Source: an optimization exercise on an open RTL-to-GDS flow (aim: small area and a short achievable clock period). Production flows keep margins and buffers that such runs may drop. No functional check of the RTL was part of any run shown here. Power figures rest on the tool's default switching activity, not on a simulated workload.

==> design.v <==
module imem_prog_store #(
  parameter int                INST_W  = 9,
  parameter int                PC_W    = 8,
  parameter int                ADDR_W  = 8,
  parameter int                NPROG   = 4,
  parameter logic [INST_W-1:0] HALT_OP = '1,
  parameter int                SEL_W   = (NPROG > 1) ? $clog2(NPROG) : 1
) (
  input  logic              CLK,
  input  logic              reset_n,
  input  logic              clr,
  input  logic              ld_start,
  input  logic [SEL_W-1:0]  ld_slot,
  input  logic              ld_valid,
  input  logic [INST_W-1:0] ld_data,
  input  logic              ld_last,
  output logic              ld_ready,
  output logic              ld_err,
  input  logic              fetch_en,
  input  logic [SEL_W-1:0]  prog_sel,
  input  logic [PC_W-1:0]   PC,
  output logic              fetch_rdy,
  output logic [INST_W-1:0] inst,
  output logic              inst_vld
);
  logic              state;
  logic [INST_W-1:0] mem [2**ADDR_W];
  logic [ADDR_W:0]   fill_ptr;
  logic [NPROG-1:0]  slot_vld;
  logic [ADDR_W-1:0] base [NPROG];
  logic [PC_W-1:0]   lst  [NPROG];
  logic [PC_W-1:0]   cnt;
  logic [SEL_W-1:0]  cur_slot;
  logic              full;
  logic              beat;
  logic              fetch_hit;
  assign full      = fill_ptr[ADDR_W];
  assign fetch_rdy = !state;
  assign ld_ready  = state && !full;
  assign beat      = ld_valid && ld_ready;
  function automatic logic [1:0] cmp2(input logic [1:0] x, input logic [1:0] y);
    case ({x, y})
      4'h0, 4'h5, 4'hA, 4'hF:               cmp2 = 2'b01;
      4'h4, 4'h8, 4'h9, 4'hC, 4'hD, 4'hE:   cmp2 = 2'b10;
      default:                              cmp2 = 2'b00;
    endcase
  endfunction
  logic [7:0] oh0, oh1;
  logic [3:0] oh2;
  imem_fetch_oh u_foh (.sel(prog_sel), .pc(PC), .b0(base[0]), .b1(base[1]), .b2(base[2]),
                       .b3(base[3]), .oh0(oh0), .oh1(oh1), .oh2(oh2));
  logic [PC_W-1:0] l;
  logic [1:0]      e [4];
  always_comb begin
    l = lst[prog_sel];
    for (int k = 0; k < 4; k++) e[k] = cmp2(PC[2*k+:2], l[2*k+:2]);
    fetch_hit = slot_vld[prog_sel] &&
                !(e[3][1] || e[3][0] && (e[2][1] || e[2][0] && (e[1][1] || e[1][0] && e[0][1])));
  end
  logic [INST_W-1:0] lv1 [32];
  logic [INST_W-1:0] lv2 [4];
  for (genvar k = 0; k < 32; k++) begin : g_lv1
    for (genvar i = 0; i < INST_W; i++) begin : g_bit
      imem_sel8 u_sel (.o(oh0), .w({mem[8*k+7][i], mem[8*k+6][i], mem[8*k+5][i], mem[8*k+4][i],
                                    mem[8*k+3][i], mem[8*k+2][i], mem[8*k+1][i], mem[8*k][i]}),
                       .y(lv1[k][i]));
    end
  end
  for (genvar k = 0; k < 4; k++) begin : g_lv2
    for (genvar i = 0; i < INST_W; i++) begin : g_bit
      imem_sel8 u_sel (.o(oh1), .w({lv1[8*k+7][i], lv1[8*k+6][i], lv1[8*k+5][i], lv1[8*k+4][i],
                                    lv1[8*k+3][i], lv1[8*k+2][i], lv1[8*k+1][i], lv1[8*k][i]}),
                       .y(lv2[k][i]));
    end
  end
  logic [INST_W-1:0] nrd2 [4];
  logic [3:0]        roh2;
  logic [INST_W-1:0] nrdata;
  for (genvar i = 0; i < INST_W; i++) begin : g_lv3
    imem_sel4 u_sel (.o(roh2), .w({nrd2[3][i], nrd2[2][i], nrd2[1][i], nrd2[0][i]}),
                     .y(nrdata[i]));
  end
  assign inst = ~nrdata;
  always_ff @(posedge CLK) begin
    if (!clr && !state && fetch_en) begin
      for (int k = 0; k < 4; k++) nrd2[k] <= ~lv2[k];
    end
  end
  always_ff @(posedge CLK or negedge reset_n) begin
    if (!reset_n) begin
      roh2 <= '0;
    end else if (!clr && !state && fetch_en) begin
      roh2 <= oh2 & {4{fetch_hit}};
    end
  end
  always_ff @(posedge CLK or negedge reset_n) begin
    if (!reset_n) begin
      state    <= 1'b0;
      fill_ptr <= '0;
      slot_vld <= '0;
      ld_err   <= 1'b0;
      inst_vld <= 1'b0;
    end else if (clr) begin
      state    <= 1'b0;
      fill_ptr <= '0;
      slot_vld <= '0;
      inst_vld <= 1'b0;
    end else if (!state) begin
      inst_vld <= fetch_en;
      if (ld_start) begin
        state             <= 1'b1;
        slot_vld[ld_slot] <= 1'b0;
      end
    end else begin
      inst_vld <= 1'b0;
      if (beat) begin
        fill_ptr <= fill_ptr + 1'b1;
        if (ld_last) begin
          state              <= 1'b0;
          slot_vld[cur_slot] <= 1'b1;
        end
      end else if (ld_valid) begin
        state  <= 1'b0;
        ld_err <= 1'b1;
      end
    end
  end
  always_ff @(posedge CLK) begin
    if (!clr) begin
      if (!state) begin
        if (ld_start) begin
          cur_slot      <= ld_slot;
          base[ld_slot] <= fill_ptr[ADDR_W-1:0];
          cnt           <= '0;
        end
      end else if (beat) begin
        cnt <= cnt + 1'b1;
        if (ld_last) lst[cur_slot] <= cnt;
      end
    end
  end
  always_ff @(posedge CLK) begin
    if (beat) mem[fill_ptr[ADDR_W-1:0]] <= ld_data;
  end
endmodule
module imem_sel4 (
  input  logic [3:0] o,
  input  logic [3:0] w,
  output logic       y
);
  assign y = |(w & o);
endmodule
module imem_sel8 (
  input  logic [7:0] o,
  input  logic [7:0] w,
  output logic       y
);
  assign y = |(w & o);
endmodule
module imem_fetch_oh (
  input  logic [1:0] sel,
  input  logic [7:0] pc,
  input  logic [7:0] b0,
  input  logic [7:0] b1,
  input  logic [7:0] b2,
  input  logic [7:0] b3,
  output logic [7:0] oh0,
  output logic [7:0] oh1,
  output logic [3:0] oh2
);
  logic [3:0] ps;
  logic [7:0] b [4];
  logic [7:0] bs0, bs1, p0, p1;       
  logic [3:0] bs2, p2;
  logic [7:0] th0, th1;               
  logic [7:0] s0, s1;
  logic [3:0] s2;
  logic       c3, g1, c6;
  always_comb begin
    b[0] = b0; b[1] = b1; b[2] = b2; b[3] = b3;
    ps = 4'b1 << sel;
    p0 = 8'b1 << pc[2:0];
    p1 = 8'b1 << pc[5:3];
    p2 = 4'b1 << pc[7:6];
    bs0 = '0; bs1 = '0; bs2 = '0;
    for (int t = 0; t < 4; t++) begin
      bs0 |= (8'b1 << b[t][2:0]) & {8{ps[t]}};
      bs1 |= (8'b1 << b[t][5:3]) & {8{ps[t]}};
      bs2 |= (4'b1 << b[t][7:6]) & {4{ps[t]}};
    end
    for (int k = 0; k < 8; k++) begin
      th0[k] = (pc[2:0] >= 3'(k));
      th1[k] = (pc[5:3] >= 3'(k));
    end
    s0 = '0; s1 = '0; s2 = '0;
    for (int x = 0; x < 8; x++)
      for (int y = 0; y < 8; y++) begin
        s0[(x+y)%8] |= bs0[x] & p0[y];
        s1[(x+y)%8] |= bs1[x] & p1[y];
      end
    for (int x = 0; x < 4; x++)
      for (int y = 0; y < 4; y++) s2[(x+y)%4] |= bs2[x] & p2[y];
    c3 = 1'b0;
    g1 = 1'b0;
    for (int x = 1; x < 8; x++) begin
      c3 |= bs0[x] & th0[8-x];
      g1 |= bs1[x] & th1[8-x];
    end
    c6 = g1 | s1[7] & c3;
    oh0 = s0;
    oh1 = c3 ? {s1[6:0], s1[7]} : s1;
    oh2 = c6 ? {s2[2:0], s2[3]} : s2;
  end
endmodule
==> run.sh <==
#!/bin/bash
# synth_recipe.tcl (not shown) runs the flow's synth.tcl, then flattens the netlist and writes it again
# the make line also repeats each setting of config.mk as NAME=value (left out here)
make -C /OpenROAD-flow-scripts/flow DESIGN_CONFIG=/design/flow/config.mk WORK_HOME=/design/flow/orfs CLKGATE_MAP_FILE= SYNTH_SCRIPT=/design/flow/synth_recipe.tcl finish
==> config.mk <==
export PLATFORM = sky130hd
export DESIGN_NAME = imem_prog_store
export DESIGN_NICKNAME = imem_prog_store
export VERILOG_FILES = /design/flow/design.v
export SDC_FILE = /design/flow/constraint.sdc
export NUM_CORES = 4
export LEC_CHECK = 0
export CAP_MARGIN = 20
export CORE_MARGIN = 2
export CORE_UTILIZATION = 40
export SETUP_SLACK_MARGIN = 2.5
export SLEW_MARGIN = 20
export SYNTH_HIERARCHICAL = 1
==> constraint.sdc <==
create_clock -name core_clock -period 5.5 [get_ports {CLK}]
set_input_delay 1.1000 -clock core_clock [delete_from_list [all_inputs] [get_ports {CLK}]]
set_output_delay 1.1000 -clock core_clock [all_outputs]
set_load 0.01 [all_outputs]
==> results of run 1 <==
## placed cells by master, fill, tap and decap left out, types with 12 or more instances in the layout
cell             Yosys  layout
clkinv_2             0      38
a21oi_1             19      14
nor2_1             307      53
a22oi_2              1     244
buf_4                0     143
inv_1               68      57
nand2_2              0      13
a22oi_1           1315    1072
nand2b_1            18      16
mux2i_1             29      12
nor2_4               0      19
nand2_1             53      38
nor3_1              38      27
buf_16               0      96
nand3_1             35      18
bufbuf_16            0      17
o22ai_1             22      14
nor2b_1             16      14
buf_6                5      49
buf_12               0      80
nand4_1            331     331
bufinv_16            0      24
buf_8                0      27
nor2_2               3     238
clkdlybuf4s50_1      0      15
nand3_2              0      17
edfxtp_1          2414    2414
o21ai_0             21      18
clkbuf_1            45      49
clkinv_1             2      69
dfrtp_1             20      14
clkbuf_16            0     239
## worst register-to-register path: stages (launching register included)
cell       delay, ps
edfxtp_1         400
nand3b_1         220
o32ai_2          140
nor3_2           280
mux2_4           230
nor2_2            40
a2bb2oi_1        180
o211ai_1         170
buf_4            230
buf_12           180
buf_16           170
a22oi_2          210
nand4_1          270
a22oi_2          440
nand4_1          160
inv_1             80
## state kept, by name, summed over array words and instances, names as in the netlist
name / flops
fill_ptr: 9
lst: 32
slot_vld: 4
cur_slot: 2
inst_vld: 1
mem: 2304
cnt: 8
roh2: 4
ld_err: 1
nrd2: 36
base: 32
state: 1
## routing by layer
layer	vias to the layer above	wire length [µm]
met4	6	11500
met5	-	33
met1	28400	112000
met3	548	32100
met2	3339	128000
li1	22400	-
## logic make-up after synthesis
kind of cell,Yosys count
simple gates,831
buf+inv,135
flops,2434
fa+ha+maj,5
compound gates,1446
mux,50
xor+xnor,16
## metrics by stage
step,TNS [ps],cells,cell area (µm²)
6_report,0,8706,110000
5_1_grt,0,8704,110000
4_1_cts,0,8689,110000
3_5_place_dp,0,8050,95700
3_3_place_gp,0,8050,95600
2_1_floorplan,-291900,4917,89600
## modules after synthesis, one instance, submodules excluded
module / area [µm²] / copies in the design
imem_prog_store: 75600 / 1
imem_sel8: 36.3 / 324
imem_sel4: 18.8 / 9
imem_fetch_oh: 2020 / 1
## what timing repair did
action                     4_1_cts  5_1_grt
resized for setup              850       75
setup endpoints to repair     2331     1470
hold buffers                     0        0
gates cloned                    84        6
pin swaps                      255       53
buffers inserted               117        9
## worst min path at each step
stage / startpoint / depth (start not counted) / endpoint
final: reset_n / 1 / inst_vld
after global routing: reset_n / 1 / slot_vld[2]
after CTS: ld_err / 1 / ld_err
after detailed placement: ld_err / 1 / ld_err
after global placement: ld_err / 1 / ld_err
after floorplan: fill_ptr[2] / 0 / base[0][2]
## final cells by class
class                      count  area, µm²
antenna                        2       5.00
clock buffer                 284       6060
clock inverter               154       1460
fill                       17900     112000
inverter                      70        272
multi-input combinational   2348      18500
sequential                  2434      73000
tap                         2975       3720
timing repair buffer         438       7130
timing repair inverter         1       5.00
## power by group through the flow
stage               logic (mW)  clock network [mW]  registers (mW)
floorplan                 1.41                   0            20.9
global placement          2.56                   0            20.9
detailed placement        2.57                   0            20.9
CTS                       3.54                16.0            20.5
global route              3.76                16.7            20.5
finish                    3.67                16.0            20.5
==> qor.yml, run 1 <==
status: "finished clean"
ys_async_sr_fraction_pct: 0.822
synth.most_common_cell: "edfxtp_1"
detail-route-antenna-nets: 0
synth_top_area_cell: "edfxtp_1"
clock_skew_ps: 29.5
avgViaCountPerCell: 6.28
setup_viol: 0
die_area_um2: 228000
dpl.hpwl_mm: 147
cp_slowest_cell: "a22oi_2"
syn_area_per_cell_um2: 18.2
synth_seq_area_share_pct: 81.5
power.density_nw_per_um2: 364
pin_count: 41
clkPwrFrac_pct: 39.8
dp_slack_ps: 170
grt_use_total_pct: 24.3
relSlewSlack_pct: 21.4
die-width_um: 477
fin_util_pct: 49.6
drive_gt1_share_pct: 24.3
maxCapViolations: 0
dr_total_vias: 54700
final_hold_viol_count: 0
final.setup.worst_slack_ps: 1960
combPwrFrac_pct: 9.1
pwr-share-seq_pct: 51.1
cts.htree.levels: 4
grt_max_degree: 144
critical_path_buf_inv_count: 5
synthMuxAreaShare_pct: 0.727
synth_compound_area_share_pct: 12.1
met3_usage_pct: 5.27
clk_pin_slew_ps: 60
reg2reg_slack_ps: 1980
synth_cell_types: 72
switching_power_mw: 9.38
synth_area_um2: 89500
cp-startpoint: "prog_sel[1]"
grt_first_pass_wirelength_mm: 398
synthSimpleGateAreaFrac_pct: 4.78
critPathCapture: "nrd2[1][8]"
overflow: 0
clock_path_buffers: 3
fin_nets: 5559
synth_fp_nets: 4950
path_delay_family: "compound AO/OA/AOI/OAI gates"
worst_pin_slew_ps: 1180
path_cells: "buf_4 > or3b_4 > nor2_1 > a211oi_2 > mux2i_1 > mux2i_2 > mux2i_4 > buf_4 > buf_12 > buf_16 > a22oi_2 > nand4_1 > a22oi_2 > nand4_1 > inv_1"
gp_congestion: 0.883
power.total_mw: 40.1
rr_endpoint: "nrd2[1][8]"
grt_pass1_vias: 52200
grt_most_used_layer: "met2"
max_freq_ghz: 0.282
ir_worst_vdd_mv: 0.426
ys_warn_count: 15
synthXorXnorAreaFrac_pct: 0.157
port-buffer-count: 40
synth_top_family_by_area: "compound AO/OA/AOI/OAI gates"
critPathKind: "in2reg"
slew_viol_final: 0
grtUsageMet1_pct: 34.5
cts-root-buf: "clkbuf_16"
insertion_delay_ps: 890
grt_antenna_before_repair: 4
hp-class: "in2async"
routed_wl_mm: 284
synth_adder_area_share_pct: 0.0699
cts_buffers: 233
netlist_instances: 4917
coreArea_um2: 222000
p_leak_nw: 33.7
cts_sinks: 2434
synth_top_area_share_pct: 81.0
yosys-top-cells-area: "edfxtp_1 (81%), a22oi_1 (11%), nand4_1 (2.3%)"
wl_per_cell_um: 32.6
crit_path_end_kind: "flop"
critPathMaxFanout: 24
worstReg2RegStart: "base[1][2]"
arrival_ps: 4310
num_rows: 173
rr_worst_depth: 15
ys_ff_latch: 2434
crit_cells: 15
min_period_ps: 3540
synth_edf_count: 2414
startpoint_type: "input port"
ys.flop_type: "edfxtp_1"
firstDrtPassIters: 5
drc: 0
use_met2_pct: 36.4
internal_power_mw: 30.7
cts_tree: "done"
initial_core_util_pct: 40.3
hold_slack_ps: 199
crit_path_max_incr_delay_ps: 440
swShare_pct: 23.4
required_ps: 6260
syn_to_final_growth_pct: 23.1
drtIter0Drc: 7987
synthTopCellsByCount: "edfxtp_1 (2414), a22oi_1 (1315), nand4_1 (331)"
fin_crit_sh_pct: 64.4
die_y_um: 477
rsz0062_at_grt: "true"
==> run 2, diff against run 1 <==
--- a/design.v
+++ b/design.v
@@ -75,12 +75,10 @@
   end
   logic [INST_W-1:0] nrd2 [4];
   logic [3:0]        roh2;
-  logic [INST_W-1:0] nrdata;
   for (genvar i = 0; i < INST_W; i++) begin : g_lv3
-    imem_sel4 u_sel (.o(roh2), .w({nrd2[3][i], nrd2[2][i], nrd2[1][i], nrd2[0][i]}),
-                     .y(nrdata[i]));
-  end
-  assign inst = ~nrdata;
+    imem_sel4n u_sel (.o(roh2), .w({nrd2[3][i], nrd2[2][i], nrd2[1][i], nrd2[0][i]}),
+                      .y(inst[i]));
+  end
   always_ff @(posedge CLK) begin
     if (!clr && !state && fetch_en) begin
       for (int k = 0; k < 4; k++) nrd2[k] <= ~lv2[k];
@@ -142,13 +140,6 @@
   always_ff @(posedge CLK) begin
     if (beat) mem[fill_ptr[ADDR_W-1:0]] <= ld_data;
   end
-endmodule
-module imem_sel4 (
-  input  logic [3:0] o,
-  input  logic [3:0] w,
-  output logic       y
-);
-  assign y = |(w & o);
 endmodule
 module imem_sel8 (
   input  logic [7:0] o,
@@ -212,3 +203,10 @@
     oh2 = c6 ? {s2[2:0], s2[3]} : s2;
   end
 endmodule
+module imem_sel4n (
+  input  logic [3:0] o,
+  input  logic [3:0] w,
+  output logic       y
+);
+  assign y = ~|(w & o);
+endmodule
==> qor.yml, run 2 <==
status: "finished clean"
avgViaCountPerCell: 6.20
critPathKind: "reg2out"
cts_tree: "done"
netlist_instances: 4894
gp_congestion: 0.899
synth_cell_types: 71
slew_viol_final: 0
routed_wl_mm: 276
final_hold_viol_count: 0
die-width_um: 477
cp-startpoint: "roh2[0]"
rsz0062_at_grt: "true"
synth_seq_area_share_pct: 81.6
grt_antenna_before_repair: 4
p_leak_nw: 33.9
grt_use_total_pct: 23.6
drc: 0
synth_edf_count: 2414
required_ps: 4400
firstDrtPassIters: 6
setup_viol: 0
synth.most_common_cell: "edfxtp_1"
hp-class: "in2async"
worst_pin_slew_ps: 1080
final.setup.worst_slack_ps: 1880
synth_top_area_share_pct: 81.0
cts.htree.levels: 4
die_area_um2: 227000
rr_worst_depth: 17
arrival_ps: 2520
reg2reg_slack_ps: 1890
final_common_cell: "edfxtp_1"
critPathMaxFanout: 6
fin_nets: 5600
critPathCapture: "inst[1]"
detail-route-antenna-nets: 0
grt_pass1_vias: 51900
overflow: 0
drtIter0Drc: 7501
worstReg2RegStart: "base[2][1]"
startpoint_type: "flop"
relSlewSlack_pct: 28.1
grt_max_degree: 131
stdcell_area_um2: 111000
dp.cells: 8085
nFillCells: 17900
clock_skew_ps: 55.9
fin_cells: 8735
syn_area_per_cell_um2: 18.3
port-buffer-count: 40
ys_async_sr_fraction_pct: 0.822
initial_core_util_pct: 40.2
drive_gt1_share_pct: 24.8
ys.flop_type: "edfxtp_1"
holdBufCountCts: 0
crit_path_end_kind: "primary output"
ir_worst_vdd_mv: 0.455
synth_top_area_cell: "edfxtp_1"
maxCapViolations: 0
insertion_delay_ps: 890
num_rows: 173
power.total_mw: 39.6
cts_buffers: 232
dr_total_vias: 54200
wl_per_cell_um: 31.6
grt_first_pass_wirelength_mm: 391
cts_sinks: 2434
ys_ff_latch: 2434
fin_crit_sh_pct: 65.8
cts-root-buf: "clkbuf_16"
finalSetupTns_ps: 0
dpl.hpwl_mm: 151
max_freq_ghz: 0.276
largest_reg_flops: 2304
clk_pin_slew_ps: 60
ys_warn_count: 15
synth_fp_nets: 4927
min_period_ps: 3620
syn_to_final_growth_pct: 23.6
die_y_um: 477
coreArea_um2: 222000
placed_area_um2: 96200
dp_slack_ps: -102
clock_path_buffers: 3
rr_endpoint: "nrd2[1][7]"
final_cell_mix: "edfxtp_1 (2414), a22oi_1 (1039), nand4_1 (333)"
pin_count: 41
synth_area_um2: 89500
power.density_nw_per_um2: 358
synthTopCellsByCount: "edfxtp_1 (2414), a22oi_1 (1297), nand4_1 (333)"
yosys-top-cells-area: "edfxtp_1 (81%), a22oi_1 (11%), nand4_1 (2.3%)"
[run 2: changes by cell type after synthesis, sizes merged, moves of 7 or more]
cell    before   now
buf         20    12
a22o         0     9
clkbuf      45    52
a22oi     1316  1299
a221oi       2    11
[run 2: critical path, cell delays in order (launching register included)]
cell      delay [ps]
dfrtp_4          590
a22o_4           340
a221oi_4         490
buf_2            250
[run 2: cell families after synthesis]
logic type      Yosys count  synth area share, %
xor+xnor                 15                0.147
mux                      50                0.736
buf+inv                 131                0.599
flops                  2434                 81.6
simple gates            818                 4.71
compound gates         1441                 12.2
fa+ha+maj                 5               0.0699
[run 2: repair_timing]
action,CTS,global route
pin swaps,242,133
cloned,71,3
endpoints found under the setup margin,1885,1399
resized for setup,720,221
setup buffers,124,25
endpoints found under the hold margin,0,0
[run 2: worst min path at each step]
| stage | endpoint | depth (start not counted) | startpoint |
|---|---|---|---|
| 2_1_floorplan | base[0][2] | 0 | fill_ptr[2] |
| 4_1_cts | ld_err | 1 | ld_err |
| 3_5_place_dp | ld_err | 1 | ld_err |
| 3_3_place_gp | ld_err | 1 | ld_err |
| 6_report | fill_ptr[5] | 1 | reset_n |
| 5_1_grt | fill_ptr[3] | 1 | reset_n |
[run 2: metal layers]
layer	GRT usage (%)	vias to the layer above	wire, µm
met5	0	-	80
met4	7.93	4	9280
met3	4.72	445	29200
met2	36.4	3146	128000
met1	33.5	28100	109000
li1	-	22500	-
[run 2: stage by stage]
stage / utilization, % / hold WS (ps)
3_3_place_gp: 43.3 / 453
2_1_floorplan: - / 474
5_1_grt: 49.8 / 217
4_1_cts: 49.2 / 480
3_5_place_dp: 43.3 / 465
6_report: 49.8 / 214
[run 2: power breakdown]
group | switching [mW] | internal, mW | total (mW)
clock | 6.92 | 8.58 | 15.5
sequential | 0.0669 | 20.5 | 20.5
combinational | 2.23 | 1.31 | 3.54
[run 2: cell type report]
class | instances | area [µm²] | share of cell area, %
sequential | 2434 | 73000 | 66.0
timing repair buffer | 503 | 7420 | 6.70
clock inverter | 148 | 1280 | 1.16
inverter | 67 | 265 | 0.240
multi-input combinational | 2329 | 18900 | 17.1
clock buffer | 278 | 6020 | 5.44
antenna | 1 | 2.50 | 0.00226
tap | 2975 | 3720 | 3.37
[run 2: Yosys stat by module, one instance, submodules excluded]
module,area (µm²),cells inside
imem_sel8,36.3,5
imem_fetch_oh,2020,301
imem_sel4n,23.8,2
imem_prog_store,75500,2955
==> run 3, diff against run 2 <==
--- a/design.v
+++ b/design.v
@@ -73,22 +73,16 @@
                        .y(lv2[k][i]));
     end
   end
-  logic [INST_W-1:0] nrd2 [4];
-  logic [3:0]        roh2;
-  for (genvar i = 0; i < INST_W; i++) begin : g_lv3
-    imem_sel4n u_sel (.o(roh2), .w({nrd2[3][i], nrd2[2][i], nrd2[1][i], nrd2[0][i]}),
-                      .y(inst[i]));
-  end
-  always_ff @(posedge CLK) begin
-    if (!clr && !state && fetch_en) begin
-      for (int k = 0; k < 4; k++) nrd2[k] <= ~lv2[k];
-    end
+  logic [3:0] sel_q [INST_W];
+  for (genvar i = 0; i < INST_W; i++) begin : g_out
+    assign inst[i] = ~|sel_q[i];
   end
   always_ff @(posedge CLK or negedge reset_n) begin
     if (!reset_n) begin
-      roh2 <= '0;
+      for (int i = 0; i < INST_W; i++) sel_q[i] <= '0;
     end else if (!clr && !state && fetch_en) begin
-      roh2 <= oh2 & {4{fetch_hit}};
+      for (int i = 0; i < INST_W; i++)
+        for (int j = 0; j < 4; j++) sel_q[i][j] <= oh2[j] && fetch_hit && !lv2[j][i];
     end
   end
   always_ff @(posedge CLK or negedge reset_n) begin
@@ -203,10 +197,3 @@
     oh2 = c6 ? {s2[2:0], s2[3]} : s2;
   end
 endmodule
-module imem_sel4n (
-  input  logic [3:0] o,
-  input  logic [3:0] w,
-  output logic       y
-);
-  assign y = ~|(w & o);
-endmodule
==> qor.yml, run 3 <==
setup_viol: 0
required_ps: 6250
final.setup.worst_slack_ps: 1440
ys_ff_latch: 2430
max_freq_ghz: 0.246
dp_slack_ps: 26.4
clock_skew_ps: 69.0
power.density_nw_per_um2: 366
rr_worst_depth: 14
clkPwrFrac_pct: 39.8
cts_sinks: 2430
avgViaCountPerCell: 6.21
synth_edf_count: 2378
synth_cell_types: 83
port-buffer-count: 40
swShare_pct: 23.8
clock_path_buffers: 3
min_period_ps: 4060
drive_gt1_share_pct: 24.1
final_common_cell: "edfxtp_1"
fin_util_pct: 48.5
pin_count: 41
placed_area_um2: 96200
dr_total_vias: 54100
synth.most_common_cell: "edfxtp_1"
insertion_delay_ps: 890
synth_fp_nets: 5030
cts.htree.levels: 4
routed_wl_mm: 271
final_cell_mix: "edfxtp_1 (2378), a22oi_1 (1035), nand4_1 (326)"
slew_viol_final: 0
cts-root-buf: "clkbuf_16"
detail-route-antenna-nets: 0
wl_per_cell_um: 31.1
synth_seq_area_share_pct: 80.8
yosys-top-cells-area: "edfxtp_1 (79%), a22oi_1 (11%), nand4_1 (2.3%)"
synth_area_um2: 90000
critPathKind: "in2reg"
rsz0062_at_grt: "true"
cts_tree: "done"
syn_to_final_growth_pct: 20.8
status: "finished clean"
cts_buffers: 232
firstDrtPassIters: 5
relSlewSlack_pct: 21.1
num_rows: 174
coreArea_um2: 224000
combPwrFrac_pct: 9.1
arrival_ps: 4810
hp-class: "in2async"
nFillCells: 18400
final_hold_viol_count: 0
clk_pin_slew_ps: 70
ys.flop_type: "edfxtp_1"
fin_crit_sh_pct: 73.8
pwr-share-seq_pct: 51.1
die_y_um: 478
power.total_mw: 39.8
overflow: 0
grt_use_total_pct: 22.6
startpoint_type: "input port"
worst_pin_slew_ps: 1180
drtIter0Drc: 7271
grt_antenna_before_repair: 2
drc: 0
maxCapViolations: 0
stdcell_area_um2: 109000
syn_area_per_cell_um2: 18.0
switching_power_mw: 9.49
synthTopCellsByCount: "edfxtp_1 (2378), a22oi_1 (1296), nor2_1 (330)"
die-width_um: 478
grt_pass1_vias: 51600
critPathMaxFanout: 15
fin_nets: 5544
largest_reg_flops: 2304
internal_power_mw: 30.3
grt_first_pass_wirelength_mm: 378
p_leak_nw: 33.1
gp_congestion: 0.859
ys_warn_count: 15
finalSetupTns_ps: 0
initial_core_util_pct: 40.2
synth_top_area_share_pct: 79.3
fin_cells: 8708
dpl.hpwl_mm: 149
ir_worst_vdd_mv: 0.289
dp.cells: 8142
hold_slack_ps: 415
crit_path_end_kind: "flop"
ys_async_sr_fraction_pct: 2.14
netlist_instances: 4997
grt_max_degree: 146
synth_top_area_cell: "edfxtp_1"
die_area_um2: 229000
## run 3: changes by cell type in the layout (fill, tap and decap cells not counted), moves of 26 or more
cell      before   now
edfxtp_1    2414  2378
buf_16        85    29
inv_1         63    19
clkinv_1      65    39
buf_12        95    54
o41ai_2        0    30
nand2_1       36    69
nor2_2       151   191
## run 3: worst max-delay path: stages
cell      delay [ps]
buf_4            150
buf_6            130
nand3b_1         190
o32ai_2          110
a221o_1          350
mux2_2           310
nand2_2          100
a21oi_1          100
a221o_4          350
buf_12           180
buf_16           220
a22oi_2          200
nand4_1          170
a22oi_2          340
nand4_1          260
nand2b_1         210
o41ai_1          230
## run 3: area by class of cell
cell class / instances / area, µm² / area share (%)
Timing Repair Buffer: 361 / 4620 / 4.25
Antenna cell: 2 / 5.00 / 0.00460
Sequential cell: 2430 / 72700 / 66.9
Clock inverter: 132 / 1420 / 1.30
Tap cell: 2992 / 3740 / 3.44
Multi-Input combinational cell: 2464 / 20000 / 18.4
Clock buffer: 305 / 6180 / 5.68
Inverter: 22 / 90.1 / 0.0828
## run 3: cell families (layout without fill, tap and decap cells)
| kind of cell | count (synthesis) | in the layout | synth area share (%) |
|---|---|---|---|
| xor gates and xnor gates | 15 | 15 | 0.146 |
| AOI/OAI and AO/OA | 1470 | 1470 | 12.5 |
| buffers and inverters | 104 | 820 | 0.546 |
| adders and majority gates | 5 | 5 | 0.0695 |
| and+or+nand+nor | 922 | 922 | 5.24 |
| DFF | 2430 | 2430 | 80.8 |
| other | 0 | 2 | 0 |
| muxes | 51 | 52 | 0.774 |
## run 3: Yosys stat by module, one instance, submodules excluded
module,cells,flops+latches,copies in the design
imem_prog_store,3041,2430,1
imem_fetch_oh,336,0,1
imem_sel8,5,0,324
## run 3: worst paths after layout
| kind | start | to | slack (ps) |
|---|---|---|---|
| setup / recovery | prog_sel[1] | sel_q[1][2] | 1440 |
| hold / removal | reset_n | inst_vld | 420 |
| setup reg to reg | base[2][1] | sel_q[7][1] | 1470 |
| hold reg to reg | ld_err | ld_err | 500 |
| max in group asynchronous | reset_n | sel_q[6][1] | 4270 |
| min in group core_clock | ld_err | ld_err | 500 |
## run 3: routing by layer
layer	share of wire, %	track usage [%]
met3	9.8	4.37
met4	3.0	6.68
met2	46	34.8
met1	41	32.7
met5	0	0
## run 3: power groups by stage
| stage | Combinational [mW] | Sequential (mW) | Clock, mW |
|---|---|---|---|
| finish | 3.61 | 20.3 | 15.8 |
| global route | 3.73 | 20.3 | 16.7 |
| CTS | 3.33 | 20.3 | 16.0 |
| detailed placement | 2.84 | 20.7 | 0 |
| global placement | 2.83 | 20.7 | 0 |
| floorplan | 1.39 | 20.7 | 0 |
## run 3: repair_timing
item / CTS / global route
endpoints found under the setup margin: 2080 / 1132
pin swaps: 111 / 153
buffers inserted: 62 / 24
cloned: 20 / 19
gates resized for setup: 489 / 286
endpoints found under the hold margin: 0 / 0
hold buffers: 0 / 0
==> run 4, diff against run 3 <==
--- a/design.v
+++ b/design.v
@@ -153,47 +153,73 @@
   output logic [7:0] oh1,
   output logic [3:0] oh2
 );
-  logic [3:0] ps;
-  logic [7:0] b [4];
-  logic [7:0] bs0, bs1, p0, p1;       
-  logic [3:0] bs2, p2;
-  logic [7:0] th0, th1;               
-  logic [7:0] s0, s1;
-  logic [3:0] s2;
-  logic       c3, g1, c6;
+  logic [3:0]  ps;
+  logic [7:0]  b [4];
+  logic [31:0] bd0, bd1;              
+  logic [15:0] bd2;
+  logic [7:0]  bs0, bs1, p0, p1;      
+  logic [3:0]  bs2, p2;
+  logic [7:0]  th0, th1;              
+  logic [7:0]  s0, s1;
+  logic [3:0]  s2;
+  logic        c3, g1, c6;
   always_comb begin
     b[0] = b0; b[1] = b1; b[2] = b2; b[3] = b3;
     ps = 4'b1 << sel;
     p0 = 8'b1 << pc[2:0];
     p1 = 8'b1 << pc[5:3];
     p2 = 4'b1 << pc[7:6];
-    bs0 = '0; bs1 = '0; bs2 = '0;
     for (int t = 0; t < 4; t++) begin
-      bs0 |= (8'b1 << b[t][2:0]) & {8{ps[t]}};
-      bs1 |= (8'b1 << b[t][5:3]) & {8{ps[t]}};
-      bs2 |= (4'b1 << b[t][7:6]) & {4{ps[t]}};
+      bd0[8*t+:8] = 8'b1 << b[t][2:0];
+      bd1[8*t+:8] = 8'b1 << b[t][5:3];
+      bd2[4*t+:4] = 4'b1 << b[t][7:6];
     end
     for (int k = 0; k < 8; k++) begin
       th0[k] = (pc[2:0] >= 3'(k));
       th1[k] = (pc[5:3] >= 3'(k));
     end
-    s0 = '0; s1 = '0; s2 = '0;
-    for (int x = 0; x < 8; x++)
-      for (int y = 0; y < 8; y++) begin
-        s0[(x+y)%8] |= bs0[x] & p0[y];
-        s1[(x+y)%8] |= bs1[x] & p1[y];
-      end
-    for (int x = 0; x < 4; x++)
-      for (int y = 0; y < 4; y++) s2[(x+y)%4] |= bs2[x] & p2[y];
+  end
+  imem_pick #(.N(8)) u_pick0 (.ps(ps), .d(bd0), .y(bs0));
+  imem_pick #(.N(8)) u_pick1 (.ps(ps), .d(bd1), .y(bs1));
+  imem_pick #(.N(4)) u_pick2 (.ps(ps), .d(bd2), .y(bs2));
+  imem_rot  #(.N(8)) u_rot0  (.x(bs0), .y(p0), .s(s0));
+  imem_rot  #(.N(8)) u_rot1  (.x(bs1), .y(p1), .s(s1));
+  imem_rot  #(.N(4)) u_rot2  (.x(bs2), .y(p2), .s(s2));
+  always_comb begin
     c3 = 1'b0;
     g1 = 1'b0;
     for (int x = 1; x < 8; x++) begin
       c3 |= bs0[x] & th0[8-x];
       g1 |= bs1[x] & th1[8-x];
     end
-    c6 = g1 | s1[7] & c3;
+    c6  = g1 | s1[7] & c3;
     oh0 = s0;
     oh1 = c3 ? {s1[6:0], s1[7]} : s1;
     oh2 = c6 ? {s2[2:0], s2[3]} : s2;
   end
 endmodule
+module imem_pick #(
+  parameter int N = 8
+) (
+  input  logic [3:0]     ps,
+  input  logic [4*N-1:0] d,
+  output logic [N-1:0]   y
+);
+  assign y = d[0+:N] & {N{ps[0]}} | d[N+:N] & {N{ps[1]}} | d[2*N+:N] & {N{ps[2]}} |
+             d[3*N+:N] & {N{ps[3]}};
+endmodule
+module imem_rot #(
+  parameter int N = 8
+) (
+  input  logic [N-1:0] x,
+  input  logic [N-1:0] y,
+  output logic [N-1:0] s
+);
+  for (genvar k = 0; k < N; k++) begin : g_s
+    logic [N-1:0] t;
+    for (genvar i = 0; i < N; i++) begin : g_t
+      assign t[i] = x[i] & y[(k-i+N)%N];
+    end
+    assign s[k] = |t;
+  end
+endmodule
==> qor.yml, run 4 <==
pwr-share-seq_pct: 51.2
synth.most_common_cell: "edfxtp_1"
switching_power_mw: 9.07
yosys-top-cells-area: "edfxtp_1 (79%), a22oi_1 (12%), nand4_1 (2.4%)"
detail-route-antenna-nets: 0
synth_seq_area_share_pct: 80.5
synth_edf_count: 2378
largest_reg_flops: 2304
synth_fp_nets: 5040
worstReg2RegStart: "base[0][1]"
final_cell_mix: "edfxtp_1 (2378), a22oi_1 (1170), nand4_1 (341)"
stdcell_area_um2: 109000
routed_wl_mm: 277
die-width_um: 479
setup_viol: 0
clock_skew_ps: 43.3
rsz0062_at_grt: "true"
rr_worst_depth: 15
cts_buffers: 238
crit_path_end_kind: "flop"
ir_worst_vdd_mv: 0.464
clock_path_buffers: 3
insertion_delay_ps: 900
holdBufCountCts: 0
coreArea_um2: 225000
min_period_ps: 3800
grt_pass1_vias: 52600
critPathMaxFanout: 72
rr_endpoint: "sel_q[7][0]"
syn_to_final_growth_pct: 20.6
status: "finished clean"
relSlewSlack_pct: 29.8
synthTopCellsByCount: "edfxtp_1 (2378), a22oi_1 (1408), nand4_1 (341)"
overflow: 0
fin_crit_sh_pct: 69.1
pin_count: 41
dr_total_vias: 55000
drtIter0Drc: 7933
ys_ff_latch: 2430
critPathKind: "in2reg"
die_y_um: 479
fin_nets: 5587
synth_area_um2: 90300
fin_util_pct: 48.5
startpoint_type: "input port"
drc: 0
p_leak_nw: 33.2
internal_power_mw: 30.7
required_ps: 6270
final_common_cell: "edfxtp_1"
gp_congestion: 0.898
grt_max_degree: 138
grt_first_pass_wirelength_mm: 391
clk_pin_slew_ps: 70
grt_antenna_before_repair: 4
synth_cell_types: 61
combPwrFrac_pct: 7.5
power.total_mw: 39.7
netlist_instances: 5007
wl_per_cell_um: 31.6
reg2reg_slack_ps: 1700
max_freq_ghz: 0.263
ys_warn_count: 15
die_area_um2: 230000
swShare_pct: 22.8
num_rows: 174
dpl.hpwl_mm: 154
maxCapViolations: 0
firstDrtPassIters: 6
clkPwrFrac_pct: 41.2
synth_top_area_share_pct: 79.1
cts_sinks: 2430
power.density_nw_per_um2: 365
arrival_ps: 4570
final_hold_viol_count: 0
ys_async_sr_fraction_pct: 2.14
worst_pin_slew_ps: 1050
drive_gt1_share_pct: 23.6
grt_use_total_pct: 23.4
syn_area_per_cell_um2: 18.0
slew_viol_final: 0
avgViaCountPerCell: 6.28
cts_tree: "done"
synth_top_area_cell: "edfxtp_1"
initial_core_util_pct: 40.2
hp-class: "in2async"
ys.flop_type: "edfxtp_1"
placed_area_um2: 96300
port-buffer-count: 40
cts.htree.levels: 4
cts-root-buf: "clkbuf_16"
run 4: power groups by stage:
stage	registers [mW]	clock network (mW)	logic, mW
after global routing	20.3	17.2	3.10
after CTS	20.3	16.5	2.84
final	20.4	16.4	2.99
after global placement	20.7	0	2.36
after detailed placement	20.7	0	2.38
after floorplan	20.7	0	1.29
run 4: worst max-delay path: stages:
cell           delay (ps)
dlygate4sd2_1         570
nor2_1                330
a22oi_1               250
nand4_1               170
buf_6                 180
buf_12                200
buf_4                 320
a22oi_1               220
nand4_1               220
a22oi_2               280
nand4_1               160
nand2b_4              170
o41ai_2               200
run 4: kinds of logic (layout without fill, tap and decap cells):
logic type	count (synthesis)	count (layout)	share of synthesized area (%)
fa+ha+maj	5	5	0.0693
mux	27	28	0.475
buf+inv	115	865	0.811
xor+xnor	15	15	0.146
simple gates	930	931	5.37
other cells	0	1	0
compound gates	1485	1485	12.6
flops	2430	2430	80.5
run 4: through the flow:
stage	hold slack [ps]	worst slack (ps)	TNS (ps)	instances
3_5_place_dp	478	53.7	0	8174
4_1_cts	397	1910	0	8733
6_report	229	1700	0	8752
2_1_floorplan	444	-4790	-169980	5007
5_1_grt	214	1620	0	8751
3_3_place_gp	451	32.0	0	8174
run 4: Yosys stat by module (local to each module, per instance), a selection:
module / copies in the design / flops+latches
imem_fetch_oh: 1 / 0
imem_prog_store: 1 / 2430
imem_sel8: 324 / 0
run 4: worst max-delay path by stage:
| stage | start | endpoint | slack [ps] | cells past startpoint |
|---|---|---|---|---|
| 6_report | PC[0] | sel_q[7][0] | 1700 | 13 |
| 5_1_grt | base[0][1] | sel_q[4][0] | 1620 | 15 |
| 4_1_cts | base[0][1] | sel_q[6][1] | 1910 | 15 |
| 3_5_place_dp | prog_sel[1] | sel_q[8][1] | 50 | 17 |
| 3_3_place_gp | prog_sel[0] | sel_q[2][2] | 30 | 16 |
| 2_1_floorplan | prog_sel[0] | sel_q[2][0] | -4790 | 13 |
run 4: timing repair:
| action | CTS | global route |
|---|---|---|
| endpoints found under the hold margin | 0 | 0 |
| pin swaps | 159 | 89 |
| buffers inserted | 80 | 11 |
| setup endpoints to repair | 2175 | 518 |
| gates cloned | 34 | 7 |
| gates resized for setup | 565 | 163 |
run 4: metal layers:
metal	share of wire [%]	wire length (µm)	global-route usage [%]
met1	40	109000	33.1
met2	47	129000	36.4
met3	10	28900	4.44
met4	3.5	9610	7.84
met5	0	0	0
run 4: cell type report:
class | instances | area [µm²]
Fill cell | 18400 | 116000
Sequential cell | 2430 | 72700
Multi-Input combinational cell | 2464 | 19500
Clock buffer | 303 | 6300
Timing Repair Buffer | 406 | 4980
Tap cell | 2992 | 3740
Clock inverter | 142 | 1550
Inverter | 14 | 56.3
Antenna cell | 1 | 2.50

==> afterwards: timing with drivers on the ports <==
No port has a modelled driver above. Below, the same layouts with a new extraction and two added sets of constraints.
Step 1 (the two cells are an assumption about what drives the block):
set clk [get_ports {CLK}]
set_driving_cell -lib_cell sky130_fd_sc_hd__clkbuf_16 $clk
set_driving_cell -lib_cell sky130_fd_sc_hd__buf_2 [delete_from_list [all_inputs] $clk]
Step 2 adds t to the input delays and takes it off the output delays; t is the mean of the earliest and latest rising clock arrival at the registers after step 1. Input paths then give back, and output paths get back, about the clock's delay inside the block.
a / b / c = ideal / step 1 / step 2; a / b = the first two.
run	t (ns)	setup slack, ns	slew at the worst register clock pin (ns)	cell pins on the clock port's net
run 1	0.962	1.957 / 1.982 / 1.055	0.07 / 0.07	1
run 2	0.947	1.882 / 1.795 / 0.986	0.07 / 0.07	1
run 3	0.958	1.441 / 1.471 / 0.555	0.07 / 0.07	1
run 4	0.964	1.701 / 1.705 / 0.799	0.07 / 0.07	1
After both steps every run listed still meets setup and hold.
